Context: an optimization exercise on an open-source flow, tuned for a short achievable clock period and few clock cycles. The choices shown serve that exercise and are no tape-out recipe.
In this exercise RTL edits were held to simulation tests only and were not proved equivalent to the original.

==> inputs of 03-01 <==
// rapid_cpu
module rapid_cpu #(
    parameter logic [XLEN-1:0] RESET_PC = '0,
    parameter int              QDEPTH   = 3
) (
    input  logic            i_clk,
    input  logic            i_arst_n,
    output logic [XLEN-1:0] o_imem_addr,
    input  logic [XLEN-1:0] i_imem_data,
    output logic            o_wb_cyc,
    output logic            o_wb_stb,
    output logic            o_wb_we,
    output logic [XLEN-1:0] o_wb_adr,
    output logic [XLEN-1:0] o_wb_dat,
    input  logic            i_wb_ack,
    input  logic [XLEN-1:0] i_wb_dat
);
Settings: LEC_CHECK=0, CAP_MARGIN=20, CORE_MARGIN=2, CORE_UTILIZATION=30, PLACE_DENSITY=0.5, SETUP_SLACK_MARGIN=5, SLEW_MARGIN=20, TNS_END_PERCENT=20; clock period 8.0 ns.
run.sh (not shown) runs the stock make flow with config.mk's settings and CLKGATE_MAP_FILE= SYNTH_SCRIPT=/design/flow/synth_recipe.tcl, a recipe that flattens the netlist after the stock synthesis.
==> 03-04 (differences from 03-01) <==
--- a/flow/design.v
+++ b/flow/design.v
@@ -149,14 +149,37 @@
                 assign p[l+1][i] = p[l][i];
             end
         end
     end
     assign o_s = x ^ {g[L][W-2:0], i_c};
 endmodule
 `timescale 1ns/1ns
+module rapid_mux2 #(
+    parameter int W = 32
+) (
+    input  logic         i_sel,
+    input  logic [W-1:0] i_a,
+    input  logic [W-1:0] i_b,
+    output logic [W-1:0] o_y
+);
+    assign o_y = i_sel ? i_a : i_b;
+endmodule
+module rapid_mux4oh #(
+    parameter int W = 32
+) (
+    input  logic [3:0]   i_sel,
+    input  logic [W-1:0] i_a3,
+    input  logic [W-1:0] i_a2,
+    input  logic [W-1:0] i_a1,
+    input  logic [W-1:0] i_a0,
+    output logic [W-1:0] o_y
+);
+    assign o_y = ({W{i_sel[3]}} & i_a3) | ({W{i_sel[2]}} & i_a2) |
+                 ({W{i_sel[1]}} & i_a1) | ({W{i_sel[0]}} & i_a0);
+endmodule
 `timescale 1ns/1ns
 import rapid_isa_pkg::*;
 import rapid_bus_pkg::*;
 module rapid_cpu #(
     parameter logic [XLEN-1:0] RESET_PC = '0,
     parameter int              QDEPTH   = 3
 ) (
@@ -176,14 +199,17 @@
     logic                 d_valid;
     logic [XLEN-1:0]      d_ir;
     logic                 d_pred;
     logic                 d_far;
     logic                 d_farfix;
     logic [XLEN-1:0]      d_target;
     logic [XLEN-1:0]      d_pc;
+    logic [15:0]          d_rs1h;
+    logic [15:0]          d_rs2h;
+    logic [15:0]          d_rdh;
     logic [XLEN-1:0]      d_op1;
     logic [XLEN-1:0]      d_op2;
     logic                 e_valid;
     logic                 e_early;
     logic                 e_wr;
     logic [REG_IDX_W-1:0] e_rd;
     logic                 e_lw;
@@ -214,14 +240,17 @@
     logic                 flush;
     logic [XLEN-1:0]      alu_res;
     logic [3:0]      f_op;
     logic            f_same;
     logic            f_back;
     logic            f_pred;
     logic            f_loop;
+    logic            f_go;
+    logic [XLEN-1:0] pc_base;
+    logic [XLEN-1:0] pc_nxt;
     logic            f_lz;
     logic            f_zero;
     logic [XLEN-1:0] z_b;
     logic [XLEN-1:0] z_x;
     logic [16:0]     f_lo;
     logic            f_near;
     logic            f_take;
@@ -269,18 +298,16 @@
     logic            a_ld;
     logic            b_ld;
     logic            e_arith;
     logic            d_cmp_rf;
     logic            d_cmp_sum;
     logic            d_res;
     logic            d_eq;
-    logic [XLEN-1:0] sb;
     logic            d_early;
     logic [XLEN-1:0] d_adr;
-    logic [XLEN-1:0] d_sd;
     logic [XLEN-1:0] e_sum;
     logic            e_lt;
     logic            e_eq;
     logic            e_taken;
     logic [XLEN-1:0] e_dif;
     logic              enq;
     logic              pop;
@@ -293,43 +320,74 @@
     logic [REG_IDX_W-1:0] n_rd;
     assign o_imem_addr = pc_q;
     assign f_op   = i_imem_data[31:28];
     assign f_same = i_imem_data[23:20] == i_imem_data[19:16];
     assign f_back = i_imem_data[15];
     assign f_loop = f_lz & (((i_imem_data[23:20] == d_rd) & (i_imem_data[19:16] == '0)) |
                             ((i_imem_data[19:16] == d_rd) & (i_imem_data[23:20] == '0)));
-    assign f_pred = (f_op == OP_JAL) |
-                    ((f_op == OP_BEQ) & (f_loop ? f_zero : (f_same | f_back))) |
-                    ((f_op == OP_BNE) & (f_loop ? ~f_zero : ~f_same));
+    logic f_pz;
+    logic f_pnz;
+    assign f_pz   = (f_op == OP_JAL) |
+                    ((f_op == OP_BEQ) & (f_loop | f_same | f_back)) |
+                    ((f_op == OP_BNE) & ~f_loop & ~f_same);
+    assign f_pnz  = (f_op == OP_JAL) |
+                    ((f_op == OP_BEQ) & ~f_loop & (f_same | f_back)) |
+                    ((f_op == OP_BNE) & (f_loop | ~f_same));
+    rapid_mux2 #(.W(1)) u_fpred (.i_sel(f_zero), .i_a(f_pz), .i_b(f_pnz), .o_y(f_pred));
     assign f_lo   = {1'b0, pc_q[15:0]} + {1'b0, i_imem_data[15:0]};
     assign f_near = f_lo[16] == f_back;
     assign f_take = f_pred;
     assign pc_inc = pc_q + 32'd1;
+    always_comb begin
+        if (d_farfix) begin
+            pc_base = d_target;
+        end else if (stall) begin
+            pc_base = pc_q;
+        end else begin
+            pc_base = pc_inc;
+        end
+    end
+    logic            f_ok;
+    assign f_ok = ~d_farfix & ~stall;
+    rapid_mux2 #(.W(1)) u_fgo (.i_sel(f_zero), .i_a(f_pz & f_ok), .i_b(f_pnz & f_ok), .o_y(f_go));
+    logic [3:0] pc_sel;
+    assign pc_sel[3] = flush;
+    assign pc_sel[2] = d_redir & ~flush;
+    assign pc_sel[1] = f_go & ~d_redir & ~flush;
+    assign pc_sel[0] = ~f_go & ~d_redir & ~flush;
+    rapid_mux4oh u_pcsel (
+        .i_sel(pc_sel),
+        .i_a3 (e_alt),
+        .i_a2 (d_alt),
+        .i_a1 ({pc_q[XLEN-1:16], f_lo[15:0]}),
+        .i_a0 (pc_base),
+        .o_y  (pc_nxt)
+    );
     always_ff @(posedge i_clk or negedge i_arst_n) begin
         if (!i_arst_n) begin
             pc_q    <= RESET_PC;
             d_valid <= 1'b0;
             d_ir    <= '0;
+            d_rs1h  <= '0;
+            d_rs2h  <= '0;
+            d_rdh   <= '0;
             d_pred  <= 1'b0;
             d_far   <= 1'b0;
         end else begin
-            if (flush) begin
-                pc_q <= e_alt;
-            end else if (d_redir | d_farfix) begin
-                pc_q <= d_redir ? d_alt : d_target;
-            end else if (!stall) begin
-                pc_q <= f_take ? {pc_q[XLEN-1:16], f_lo[15:0]} : pc_inc;
-            end
+            pc_q <= pc_nxt;
             if (flush | d_redir | d_farfix) begin
                 d_valid <= 1'b0;
             end else if (!stall) begin
                 d_valid <= 1'b1;
             end
             if (!stall) begin
                 d_ir   <= i_imem_data;
+                d_rs1h <= 16'h1 << i_imem_data[23:20];
+                d_rs2h <= 16'h1 << i_imem_data[19:16];
+                d_rdh  <= 16'h1 << i_imem_data[27:24];
                 d_pred <= f_take;
                 d_far  <= f_take & ~f_near;
             end
         end
     end
     always_ff @(posedge i_clk) begin
         if (!stall) begin
@@ -354,16 +412,22 @@
             end else begin
                 f_val[k] = f_rf[k];
             end
         end
     end
     assign n_rs1 = stall ? f_rs[2] : f_rs[0];
     assign n_rs2 = stall ? f_rs[3] : f_rs[1];
-    assign f_op1 = (stall ? f_hite[2] : f_hite[0]) ? alu_res : (stall ? f_val[2] : f_val[0]);
-    assign f_op2 = (stall ? f_hite[3] : f_hite[1]) ? alu_res : (stall ? f_val[3] : f_val[1]);
+    logic [XLEN-1:0] f_old1;
+    logic [XLEN-1:0] f_old2;
+    rapid_mux2 u_fsel1 (.i_sel(stall), .i_a(f_val[2]), .i_b(f_val[0]), .o_y(f_old1));
+    rapid_mux2 u_fsel2 (.i_sel(stall), .i_a(f_val[3]), .i_b(f_val[1]), .o_y(f_old2));
+    logic [1:0] f_hs;
+    rapid_mux2 #(.W(2)) u_fhit (.i_sel(stall), .i_a(f_hite[3:2]), .i_b(f_hite[1:0]), .o_y(f_hs));
+    rapid_mux2 u_fexe1 (.i_sel(f_hs[0]), .i_a(alu_res), .i_b(f_old1), .o_y(f_op1));
+    rapid_mux2 u_fexe2 (.i_sel(f_hs[1]), .i_a(alu_res), .i_b(f_old2), .o_y(f_op2));
     always_ff @(posedge i_clk) begin
         d_op1 <= f_op1;
         d_op2 <= f_op2;
     end
     always_ff @(posedge i_clk or negedge i_arst_n) begin
         if (!i_arst_n) begin
             byp1  <= 1'b0;
@@ -390,37 +454,36 @@
     assign d_wr   = (d_rr | d_addi | d_lui | d_lw | d_jal) & (d_rd != '0);
     assign d_mem  = d_lw | d_sw;
     assign d_neg  = d_op == OP_SUB;
     assign d_pc1  = d_pc + 32'd1;
     assign d_target = d_pc + d_simm;
     assign d_alt    = d_pred ? d_pc1 : d_target;
     assign d_farfix = d_valid & d_far & ~stall;
-    assign z_b    = d_addi ? d_simm : d_op2;
+    assign z_b    = d_simm;
     assign z_x    = d_op1 ^ z_b;
     assign f_zero = z_x == {d_op1[XLEN-2:0] | z_b[XLEN-2:0], 1'b0};
-    assign f_lz   = d_valid & (d_rd != '0) & ~byp1 & ~stall_q &
-                    (d_addi | ((d_op == OP_ADD) & ~byp2));
+    assign f_lz   = d_valid & d_addi & (d_rd != '0) & ~byp1 & ~stall_q;
     assign e_late = e_valid & (e_lw | e_sw) & ~e_early;
     generate
         if (QDEPTH == 1) begin : g_room1
             assign q_room = ~qv[0] & ~e_late;
         end else begin : g_room
             assign q_room = e_late ? ~qv[QDEPTH-2] : ~qv[QDEPTH-1];
         end
     endgenerate
     assign ack_v    = i_wb_ack & qv[0];
     assign ld_done  = {16{ack_v}} & qhot[0];
     assign pend_now = pend_q & ~ld_done;
-    assign stall_q = d_valid & ((d_use1 & pend_q[d_rs1]) |
-                                (d_use2 & pend_q[d_rs2]) |
-                                (d_wr   & pend_q[d_rd])  |
+    assign stall_q = d_valid & ((d_use1 & |(pend_q & d_rs1h)) |
+                                (d_use2 & |(pend_q & d_rs2h)) |
+                                (d_wr   & |(pend_q & d_rdh))  |
                                 (d_mem  & ~q_room));
-    assign stall = d_valid & ((d_use1 & pend_now[d_rs1]) |
-                              (d_use2 & pend_now[d_rs2]) |
-                              (d_wr   & pend_q[d_rd])  |
+    assign stall = d_valid & ((d_use1 & |(pend_now & d_rs1h)) |
+                              (d_use2 & |(pend_now & d_rs2h)) |
+                              (d_wr   & |(pend_q & d_rdh))  |
                               (d_mem  & ~q_room));
     assign issue = d_valid & ~stall & ~flush;
     rapid_regfile u_regfile (
         .i_clk     (i_clk),
         .i_arst_n  (i_arst_n),
         .i_hot0    (16'h1 << f_rs[0]),
         .i_hot1    (16'h1 << f_rs[1]),
@@ -434,40 +497,40 @@
         .o_data0   (f_rf[0]),
         .o_data1   (f_rf[1]),
         .o_data2   (f_rf[2]),
         .o_data3   (f_rf[3])
     );
     assign rs1_e = d_op1;
     assign rs2_e = d_op2;
-    assign ldb1 = ack_v & qhot[0][d_rs1];
-    assign ldb2 = ack_v & qhot[0][d_rs2];
+    assign ldb1 = ack_v & |(qhot[0] & d_rs1h);
+    assign ldb2 = ack_v & |(qhot[0] & d_rs2h);
     assign a_base = d_lui ? '0 : (d_jal ? d_pc1 : rs1_e);
     assign a_byp  = byp1 & ~d_lui & ~d_jal;
     assign a_ld   = ldb1 & ~d_lui & ~d_jal;
     assign b_base = (d_addi | d_lw | d_sw) ? d_simm :
                     d_lui ? {d_ir[IMM_W-1:0], {(XLEN-IMM_W){1'b0}}} :
                     d_jal ? '0 : rs2_e;
     assign b_byp  = byp2 & (d_rr | d_br);
     assign b_ld   = ldb2 & (d_rr | d_br);
     assign e_arith   = ~e_and & ~e_or & ~e_xor & ~e_slt;
     assign d_cmp_rf  = ~byp1 & ~byp2;
     assign d_cmp_sum = (byp1 ^ byp2) & e_arith;
     assign d_res     = d_valid & d_br & ~stall_q & (d_cmp_rf | d_cmp_sum);
     logic [XLEN-1:0] sx;
+    logic [XLEN-1:0] e_sx;
     logic [XLEN-1:0] sr2;
     logic [XLEN-1:0] sg2;
     logic [XLEN-1:0] sr1;
     logic [XLEN-1:0] sg1;
     logic            eq_rf;
     logic            eq_k2;
     logic            eq_k1;
     logic            r_eq;
     logic            r_ne;
-    assign sb        = e_b ^ {XLEN{e_neg}};
-    assign sx        = e_a ^ sb;
+    assign sx        = e_sx;
     assign sr2       = sx ^ rs2_e;
     assign sg2       = {(~sx[XLEN-2:0] & e_a[XLEN-2:0]) | (sx[XLEN-2:0] & ~rs2_e[XLEN-2:0]), e_neg};
     assign sr1       = sx ^ rs1_e;
     assign sg1       = {(~sx[XLEN-2:0] & e_a[XLEN-2:0]) | (sx[XLEN-2:0] & ~rs1_e[XLEN-2:0]), e_neg};
     assign eq_rf     = rs1_e == rs2_e;
     assign eq_k2     = sr2 == sg2;
     assign eq_k1     = sr1 == sg1;
@@ -479,15 +542,20 @@
                      ~(e_valid & e_br);
     rapid_ks_add u_agu (
         .i_a(rs1_e),
         .i_b(d_simm),
         .i_c(1'b0),
         .o_s(d_adr)
     );
-    assign d_sd    = byp2 ? alu_res : (ldb2 ? i_wb_dat : rs2_e);
+    logic [XLEN-1:0] e_a_d;
+    logic [XLEN-1:0] e_b_d;
+    logic [XLEN-1:0] e_sd_d;
+    rapid_mux2 u_abyp (.i_sel(a_byp), .i_a(alu_res), .i_b(a_ld ? i_wb_dat : a_base), .o_y(e_a_d));
+    rapid_mux2 u_bbyp (.i_sel(b_byp), .i_a(alu_res), .i_b(b_ld ? i_wb_dat : b_base), .o_y(e_b_d));
+    rapid_mux2 u_sbyp (.i_sel(byp2),  .i_a(alu_res), .i_b(ldb2 ? i_wb_dat : rs2_e),  .o_y(e_sd_d));
     always_ff @(posedge i_clk or negedge i_arst_n) begin
         if (!i_arst_n) begin
             e_early <= 1'b0;
             e_valid <= 1'b0;
             e_wr    <= 1'b0;
             e_lw    <= 1'b0;
             e_sw    <= 1'b0;
@@ -506,18 +574,19 @@
         e_bne  <= d_op == OP_BNE;
         e_pred <= d_pred;
         e_and  <= d_op == OP_AND;
         e_or   <= d_op == OP_OR;
         e_xor  <= d_op == OP_XOR;
         e_slt  <= d_op == OP_SLT;
         e_alt  <= d_alt;
-        e_a    <= a_byp ? alu_res : (a_ld ? i_wb_dat : a_base);
-        e_b    <= b_byp ? alu_res : (b_ld ? i_wb_dat : b_base);
+        e_a    <= e_a_d;
+        e_b    <= e_b_d;
+        e_sx   <= e_a_d ^ e_b_d ^ {XLEN{d_neg}};
         e_neg  <= d_neg;
-        e_sd   <= d_sd;
+        e_sd   <= e_sd_d;
     end
     rapid_ks_add u_add (
         .i_a(e_a),
         .i_b(e_b),
         .i_c(1'b0),
         .o_s(e_sum)
     );
CELL_PAD_IN_SITES_DETAIL_PLACEMENT = 1   (was unset)
CELL_PAD_IN_SITES_GLOBAL_PLACEMENT = 1   (was unset)
CORE_UTILIZATION = 35   (was 30)
PLACE_DENSITY = 0.55   (was 0.5)
SYNTH_HIERARCHICAL = 1   (was unset)
==> 11-24 (differences from 03-01) <==
--- a/flow/design.v
+++ b/flow/design.v
@@ -149,14 +149,24 @@
                 assign p[l+1][i] = p[l][i];
             end
         end
     end
     assign o_s = x ^ {g[L][W-2:0], i_c};
 endmodule
 `timescale 1ns/1ns
+module rapid_mux2 #(
+    parameter int W = 32
+) (
+    input  logic         i_sel,
+    input  logic [W-1:0] i_a,
+    input  logic [W-1:0] i_b,
+    output logic [W-1:0] o_y
+);
+    assign o_y = i_sel ? i_a : i_b;
+endmodule
 `timescale 1ns/1ns
 import rapid_isa_pkg::*;
 import rapid_bus_pkg::*;
 module rapid_cpu #(
     parameter logic [XLEN-1:0] RESET_PC = '0,
     parameter int              QDEPTH   = 3
 ) (
@@ -214,14 +224,17 @@
     logic                 flush;
     logic [XLEN-1:0]      alu_res;
     logic [3:0]      f_op;
     logic            f_same;
     logic            f_back;
     logic            f_pred;
     logic            f_loop;
+    logic            f_go;
+    logic [XLEN-1:0] pc_base;
+    logic [XLEN-1:0] pc_nxt;
     logic            f_lz;
     logic            f_zero;
     logic [XLEN-1:0] z_b;
     logic [XLEN-1:0] z_x;
     logic [16:0]     f_lo;
     logic            f_near;
     logic            f_take;
@@ -272,15 +285,14 @@
     logic            d_cmp_rf;
     logic            d_cmp_sum;
     logic            d_res;
     logic            d_eq;
     logic [XLEN-1:0] sb;
     logic            d_early;
     logic [XLEN-1:0] d_adr;
-    logic [XLEN-1:0] d_sd;
     logic [XLEN-1:0] e_sum;
     logic            e_lt;
     logic            e_eq;
     logic            e_taken;
     logic [XLEN-1:0] e_dif;
     logic              enq;
     logic              pop;
@@ -300,29 +312,38 @@
     assign f_pred = (f_op == OP_JAL) |
                     ((f_op == OP_BEQ) & (f_loop ? f_zero : (f_same | f_back))) |
                     ((f_op == OP_BNE) & (f_loop ? ~f_zero : ~f_same));
     assign f_lo   = {1'b0, pc_q[15:0]} + {1'b0, i_imem_data[15:0]};
     assign f_near = f_lo[16] == f_back;
     assign f_take = f_pred;
     assign pc_inc = pc_q + 32'd1;
+    always_comb begin
+        if (flush) begin
+            pc_base = e_alt;
+        end else if (d_redir) begin
+            pc_base = d_alt;
+        end else if (d_farfix) begin
+            pc_base = d_target;
+        end else if (stall) begin
+            pc_base = pc_q;
+        end else begin
+            pc_base = pc_inc;
+        end
+    end
+    assign f_go = f_take & ~flush & ~d_redir & ~d_farfix & ~stall;
+    rapid_mux2 u_pcsel (.i_sel(f_go), .i_a({pc_q[XLEN-1:16], f_lo[15:0]}), .i_b(pc_base), .o_y(pc_nxt));
     always_ff @(posedge i_clk or negedge i_arst_n) begin
         if (!i_arst_n) begin
             pc_q    <= RESET_PC;
             d_valid <= 1'b0;
             d_ir    <= '0;
             d_pred  <= 1'b0;
             d_far   <= 1'b0;
         end else begin
-            if (flush) begin
-                pc_q <= e_alt;
-            end else if (d_redir | d_farfix) begin
-                pc_q <= d_redir ? d_alt : d_target;
-            end else if (!stall) begin
-                pc_q <= f_take ? {pc_q[XLEN-1:16], f_lo[15:0]} : pc_inc;
-            end
+            pc_q <= pc_nxt;
             if (flush | d_redir | d_farfix) begin
                 d_valid <= 1'b0;
             end else if (!stall) begin
                 d_valid <= 1'b1;
             end
             if (!stall) begin
                 d_ir   <= i_imem_data;
@@ -354,16 +375,20 @@
             end else begin
                 f_val[k] = f_rf[k];
             end
         end
     end
     assign n_rs1 = stall ? f_rs[2] : f_rs[0];
     assign n_rs2 = stall ? f_rs[3] : f_rs[1];
-    assign f_op1 = (stall ? f_hite[2] : f_hite[0]) ? alu_res : (stall ? f_val[2] : f_val[0]);
-    assign f_op2 = (stall ? f_hite[3] : f_hite[1]) ? alu_res : (stall ? f_val[3] : f_val[1]);
+    logic [XLEN-1:0] f_old1;
+    logic [XLEN-1:0] f_old2;
+    rapid_mux2 u_fsel1 (.i_sel(stall), .i_a(f_val[2]), .i_b(f_val[0]), .o_y(f_old1));
+    rapid_mux2 u_fsel2 (.i_sel(stall), .i_a(f_val[3]), .i_b(f_val[1]), .o_y(f_old2));
+    rapid_mux2 u_fexe1 (.i_sel(stall ? f_hite[2] : f_hite[0]), .i_a(alu_res), .i_b(f_old1), .o_y(f_op1));
+    rapid_mux2 u_fexe2 (.i_sel(stall ? f_hite[3] : f_hite[1]), .i_a(alu_res), .i_b(f_old2), .o_y(f_op2));
     always_ff @(posedge i_clk) begin
         d_op1 <= f_op1;
         d_op2 <= f_op2;
     end
     always_ff @(posedge i_clk or negedge i_arst_n) begin
         if (!i_arst_n) begin
             byp1  <= 1'b0;
@@ -390,19 +415,18 @@
     assign d_wr   = (d_rr | d_addi | d_lui | d_lw | d_jal) & (d_rd != '0);
     assign d_mem  = d_lw | d_sw;
     assign d_neg  = d_op == OP_SUB;
     assign d_pc1  = d_pc + 32'd1;
     assign d_target = d_pc + d_simm;
     assign d_alt    = d_pred ? d_pc1 : d_target;
     assign d_farfix = d_valid & d_far & ~stall;
-    assign z_b    = d_addi ? d_simm : d_op2;
+    assign z_b    = d_simm;
     assign z_x    = d_op1 ^ z_b;
     assign f_zero = z_x == {d_op1[XLEN-2:0] | z_b[XLEN-2:0], 1'b0};
-    assign f_lz   = d_valid & (d_rd != '0) & ~byp1 & ~stall_q &
-                    (d_addi | ((d_op == OP_ADD) & ~byp2));
+    assign f_lz   = d_valid & d_addi & (d_rd != '0) & ~byp1 & ~stall_q;
     assign e_late = e_valid & (e_lw | e_sw) & ~e_early;
     generate
         if (QDEPTH == 1) begin : g_room1
             assign q_room = ~qv[0] & ~e_late;
         end else begin : g_room
             assign q_room = e_late ? ~qv[QDEPTH-2] : ~qv[QDEPTH-1];
         end
@@ -479,15 +503,20 @@
                      ~(e_valid & e_br);
     rapid_ks_add u_agu (
         .i_a(rs1_e),
         .i_b(d_simm),
         .i_c(1'b0),
         .o_s(d_adr)
     );
-    assign d_sd    = byp2 ? alu_res : (ldb2 ? i_wb_dat : rs2_e);
+    logic [XLEN-1:0] e_a_d;
+    logic [XLEN-1:0] e_b_d;
+    logic [XLEN-1:0] e_sd_d;
+    rapid_mux2 u_abyp (.i_sel(a_byp), .i_a(alu_res), .i_b(a_ld ? i_wb_dat : a_base), .o_y(e_a_d));
+    rapid_mux2 u_bbyp (.i_sel(b_byp), .i_a(alu_res), .i_b(b_ld ? i_wb_dat : b_base), .o_y(e_b_d));
+    rapid_mux2 u_sbyp (.i_sel(byp2),  .i_a(alu_res), .i_b(ldb2 ? i_wb_dat : rs2_e),  .o_y(e_sd_d));
     always_ff @(posedge i_clk or negedge i_arst_n) begin
         if (!i_arst_n) begin
             e_early <= 1'b0;
             e_valid <= 1'b0;
             e_wr    <= 1'b0;
             e_lw    <= 1'b0;
             e_sw    <= 1'b0;
@@ -506,18 +535,18 @@
         e_bne  <= d_op == OP_BNE;
         e_pred <= d_pred;
         e_and  <= d_op == OP_AND;
         e_or   <= d_op == OP_OR;
         e_xor  <= d_op == OP_XOR;
         e_slt  <= d_op == OP_SLT;
         e_alt  <= d_alt;
-        e_a    <= a_byp ? alu_res : (a_ld ? i_wb_dat : a_base);
-        e_b    <= b_byp ? alu_res : (b_ld ? i_wb_dat : b_base);
+        e_a    <= e_a_d;
+        e_b    <= e_b_d;
         e_neg  <= d_neg;
-        e_sd   <= d_sd;
+        e_sd   <= e_sd_d;
     end
     rapid_ks_add u_add (
         .i_a(e_a),
         .i_b(e_b),
         .i_c(1'b0),
         .o_s(e_sum)
     );
CELL_PAD_IN_SITES_DETAIL_PLACEMENT = 1   (was unset)
CELL_PAD_IN_SITES_GLOBAL_PLACEMENT = 1   (was unset)
SYNTH_HIERARCHICAL = 1   (was unset)
==> impl_metrics.py <==
metrics = {
    "cells_and_area": {
        "fillers": 25100,
        "most-common-layout-cells": "762 x nor2_1, 695 x nand2_1, 647 x a21oi_1",
    },
    "yosys": {
        "post-synth-top-count-cell": "nor2_1",
        "yosys-mux-area-fraction_pct": 9.69,
        "yosys-top-cells-count": "825 x nor2_1, 790 x nand2_1, 699 x clkbuf_1",
    },
    "placement": {
        "gp_congestion": 0.993,
    },
    "timing": {
        "fin_skew_ns": 0.0480,
        "fin_crit_sh_pct": 56.5,
    },
    "setup_path": {
        "r2r_slack_ns": 3.48,
    },
    "outcome": {
        "status": "timing/DRC/antenna clean",
    },
}
[end of results for 03-01]
==> impl_metrics.py <==
metrics = {
    "outcome": {
        "status": "finished with violations",
        "so_faults": "capacitance limit, slew limit",
    },
    "cells_and_area": {
        "top_register": "u_regfile.regs",
        "fillers": 29900,
        "layout_commonest_cell": "a21oi_1",
        "most-common-layout-cells": "825 x a21oi_1, 589 x a22oi_1, 566 x o21ai_0",
    },
    "setup_path": {
        "cpPeakStageDelay_ns": 0.49,
        "r2r_slack_ns": 3.70,
    },
    "timing": {
        "fin_crit_sh_pct": 53.8,
        "rsz0062_at_grt": "true",
        "report.final.slew_viol_count": 16,
    },
    "placement": {
        "gp_congestion": 0.976,
    },
    "clock_network": {
        "cts_resized": 543,
        "cts_buffers": 145,
    },
    "flow_run": {
        "maxCapViolations": 1,
    },
    "die": {
        "dieWidth_um": 522,
    },
    "worst_hold_path": {
        "holdCritPathClass": "reg -> reg",
    },
}
[end of results for 11-24]
==> impl_metrics.py <==
metrics = {
    "outcome": {
        "status": "timing/DRC/antenna clean",
    },
    "cells_and_area": {
        "multi_input_gates": 6922,
        "fillers": 26000,
        "inverters": 276,
        "most-common-layout-cells": "767 x a21oi_1, 701 x o21ai_0, 597 x dfrtp_1",
    },
    "timing": {
        "fin_crit_sh_pct": 48.0,
        "fin_skew_ns": 0.0609,
    },
    "placement": {
        "gp_congestion": 0.980,
    },
    "detailed_routing": {
        "drt-total-wl_um": 501000,
    },
    "setup_path": {
        "r2r_slack_ns": 4.16,
    },
    "global_routing": {
        "grt_pass1_wl_um": 684000,
    },
}
[end of results for 03-04]
Testbench counts of 03-01, summed over its fixed seeds: cycles 50,606.
Testbench counts of 03-04, summed over its fixed seeds: cycles 50,606.
Testbench counts of 11-24, summed over its fixed seeds: cycles 50,606.

[port drivers added, routing unchanged]
How much do the figures lean on ideal ports? The routed layouts below were timed once more, with nothing changed but the port constraints.
Step 1 (the two cells are an assumption about what drives the block):
set clk [get_ports {i_clk}]
set_driving_cell -lib_cell sky130_fd_sc_hd__clkbuf_16 $clk
set_driving_cell -lib_cell sky130_fd_sc_hd__buf_2 [delete_from_list [all_inputs] $clk]
Step 2 moves the port delays by t, midway between the first and last clock arrival at a register: inputs arrive t later, outputs are due t later. That takes back most of the time a late clock gives input paths.
Slacks: ideal / step 1 / step 2; pairs: ideal / step 1.
run	t, ns	setup WS [ns]	worst register clock-pin slew, ns	worst data-port slew with drivers (ns)	cell pins on the clock port's net
03-01	0.935	3.480 / 3.480 / 2.905	0.07 / 0.07	0.24	1
03-04	0.953	4.160 / 4.153 / 3.201	0.07 / 0.07	0.18	1
11-24	0.958	3.698 / 3.698 / 2.814	0.07 / 0.07	0.21	1
The setup slack of 03-04, which loses most, moves by -0.007 ns with the drivers and by -0.959 ns with both steps.
